Source: an optimization exercise on an open RTL-to-GDS flow (aim: small area). Production flows keep margins and buffers that such runs may drop. In this exercise RTL edits were held to simulation tests only and were not proved equivalent to the original. No activity file was given, so power comes from the tool's default toggle rates.

## P
==> flow/design.v (excerpt) <==
module imu_tilt_and_gyro_rate_core (
    input  wire logic         clk,
    input  wire logic         rst_n,
    input  wire logic         s_tvalid,
    output logic              s_tready,
    input  wire logic [95:0]  s_tdata,
    input  wire logic [1:0]   s_tuser,
    output logic              m_tvalid,
    input  wire logic         m_tready,
    output logic [103:0]      m_tdata,
    output logic [2:0]        m_tuser,
    input  wire logic         cfg_valid,
    output logic              cfg_ready,
    input  wire logic [1:0]   cfg_index,
    input  wire logic [9:0]   cfg_data
);
    logic [4:0]  ph;
    logic [6:0]  j;
    logic [4:0]  k;
    logic [1:0]  m;
    logic        pr;           
    logic [1:0]  pa;           
    logic [4:0]  pb;           
    logic [7:0]  calib_reg;
    logic [9:0]  gain_reg;
    logic [7:0]  count_reg;
    logic        flag_reg;
    logic        szero, bzero, bzarm;
    logic        m_tvalid_reg;
    logic [2:0]  user_reg;
    logic [71:0] sumr, biar;
    logic [15:0] f_roll;
    logic [14:0] f_pitch;
    logic        se;
    logic [23:0] f_rx, f_ry, f_rz;
    logic        xe;
    logic [1:0]  ye;
    logic [4:0]  ze;
    logic        c0, c1, c2;           
    logic [1:0]  c3;                   
    logic        seen0;                
    logic        d1, d2;               
    logic        dq1;                  
    logic        nb, qd;               
  ...
For scale: roughly 1300 cells after synthesis, about 230 I/O pins, roughly 0.014 sq mm of cells after synthesis.
clock: 11.0 ns
lec_check: 0
abc_area: 1
cap_margin: 20
core_margin: 2
core_utilization: 50
slew_margin: 20
standard.sh (not shown) runs the stock make flow with config.mk's settings and CLKGATE_MAP_FILE= SYNTH_SCRIPT=/design/flow/synth_recipe.tcl, a recipe that flattens the netlist after the stock synthesis.
==> flow/flow/run.sh <==
#!/bin/bash
# Own layout flow, built on the standard flow (standard.sh):
#  2. the synthesis runs again with own_synth.tcl: the same script, but ABC maps
#     the logic with abc_area_nf.script and no adder cells are placed;
#  4. the rest of the standard flow runs, with the port buffers made from the
#     smallest buffer cell and a clock tree of small clock buffers without
#     dummy loads.
# Each tool's full output goes to a log file in this folder.
set -euo pipefail
W=$(pwd)
RES=$W/orfs/results/$FLOW_PLATFORM/imu_tilt_and_gyro_rate_core/base
LOGS=$W/orfs/logs/$FLOW_PLATFORM/imu_tilt_and_gyro_rate_core/base

bash standard.sh synth > synth_standard.log 2>&1
mkdir -p ref_synth
cp $RES/1_2_yosys.v $RES/1_2_yosys.sdc $RES/1_synth.odb $RES/1_synth.sdc ref_synth/
cp $LOGS/1_2_yosys.log ref_synth/1_2_yosys.log

rm -f $RES/1_2_yosys.v $RES/1_2_yosys.sdc $RES/1_synth.odb $RES/1_synth.sdc
if ADDER_MAP_FILE= make -C "$FLOW_HOME" DESIGN_CONFIG=$W/config.mk WORK_HOME=$W/orfs \
      CLKGATE_MAP_FILE= SYNTH_SCRIPT=$W/flow/own_synth.tcl synth > synth_own.log 2>&1 \
   && python3 $W/flow/cmp_regs.py ref_synth/1_2_yosys.v $RES/1_2_yosys.v > regs_compare.log 2>&1; then
  echo "using the own synthesis" >> regs_compare.log
else
  echo "falling back to the standard synthesis" >> regs_compare.log
  cp ref_synth/1_2_yosys.v ref_synth/1_2_yosys.sdc ref_synth/1_synth.odb ref_synth/1_synth.sdc $RES/
fi
touch $RES/1_synth.odb $RES/1_synth.sdc

export BUFFER_PORTS_ARGS="-buffer_cell sky130_fd_sc_hd__buf_1"
export CTS_ARGS="-sink_clustering_enable -repair_clock_nets -dont_use_dummy_load -buf_list {sky130_fd_sc_hd__clkbuf_2 sky130_fd_sc_hd__clkbuf_4 sky130_fd_sc_hd__clkbuf_8} -sink_clustering_size 12 -sink_clustering_max_diameter 40"
bash standard.sh > standard_flow.log 2>&1
cp -r orfs/logs ./orfs_logs 2>/dev/null || true
Other scripts of this flow, unchanged in this note and not shown: flow/flow/abc_area_nf.script, flow/flow/cmp_regs.py, flow/flow/own_synth.tcl
## Diff of input files: Q against P
--- a/flow/flow/run.sh
+++ b/flow/flow/run.sh
@@ -31 +31 @@
-export CTS_ARGS="-sink_clustering_enable -repair_clock_nets -dont_use_dummy_load -buf_list {sky130_fd_sc_hd__clkbuf_2 sky130_fd_sc_hd__clkbuf_4 sky130_fd_sc_hd__clkbuf_8} -sink_clustering_size 12 -sink_clustering_max_diameter 40"
+export CTS_ARGS="-sink_clustering_enable -repair_clock_nets -dont_use_dummy_load -buf_list {sky130_fd_sc_hd__clkbuf_2} -sink_clustering_size 6 -sink_clustering_max_diameter 30"
==> comparison <==
Wire length delta for Q relative to P: 0.64% higher. Min worst setup slack across Q and P: Q. In terms of post-detailed-placement cell area, P and Q differ only marginally. Higher fraction of area in multi-input gates was reported by Q, not P. Delta (Q minus P): relative contribution of the clock network to total power fell by 2.6 points, clock period minus final worst setup slack moved up, routed via count divided by cell count now sits at about the same level, utilization of the core after routing decreased by 0.87 points relative to the old numbers, switching portion of total power has increased. For the design area, Q came in 240 sq um lower than P did.
> inputs changed (Q -> R)
--- a/flow/flow/run.sh
+++ b/flow/flow/run.sh
@@ -31 +31 @@
-export CTS_ARGS="-sink_clustering_enable -repair_clock_nets -dont_use_dummy_load -buf_list {sky130_fd_sc_hd__clkbuf_2} -sink_clustering_size 6 -sink_clustering_max_diameter 30"
+export CTS_ARGS="-sink_clustering_enable -repair_clock_nets -dont_use_dummy_load -buf_list {sky130_fd_sc_hd__clkbuf_4} -sink_clustering_size 10 -sink_clustering_max_diameter 35"
Of Q and R, R shows the higher register-to-register slack, with Q below it.
The run with more routed wire is Q, not R.
Against Q, R comes in 0.46 points higher on met1 demand-to-capacity share in global routing.
| worst setup slack | higher: R |
R: count of clock-net buffers in the final layout is 24 lower than what Q reported.
Summary of R over Q: combinational share of power flat, total routing usage reported by global routing went down, layout overhead on the synthesized area essentially unchanged, internal power component rose by 1.3%.
Looking at Q and R, the clock-cell share of area is a wash.
Final critical-path required period: R < Q

==> port drivers added, routing unchanged <==
How much do the figures lean on ideal ports? The routed layouts below were timed once more, with nothing changed but the port constraints.
Step 1: set_driving_cell puts a clkbuf_16 on clk and a buf_2 on each other input, an assumption about the parent block.
Step 2 also shifts input and output timing later by t, the mid clock arrival at the registers, as if the neighbouring blocks saw the same clock.
Slacks: ideal ports / drivers / drivers and shift; pairs: ideal ports / drivers.
| run | shift t [ns] | setup WS [ns] | slew at the worst register clock pin (ns) | worst data-port slew with drivers (ns) |
|---|---|---|---|---|
| P | 0.595 | 2.357 / 2.357 / 2.357 | 0.08 / 0.08 | 0.05 |
| Q | 0.851 | 2.286 / 2.286 / 2.286 | 0.12 / 0.12 | 0.05 |
| R | 0.729 | 2.371 / 2.371 / 2.371 | 0.10 / 0.10 | 0.05 |
After both steps every run listed still meets setup and hold.
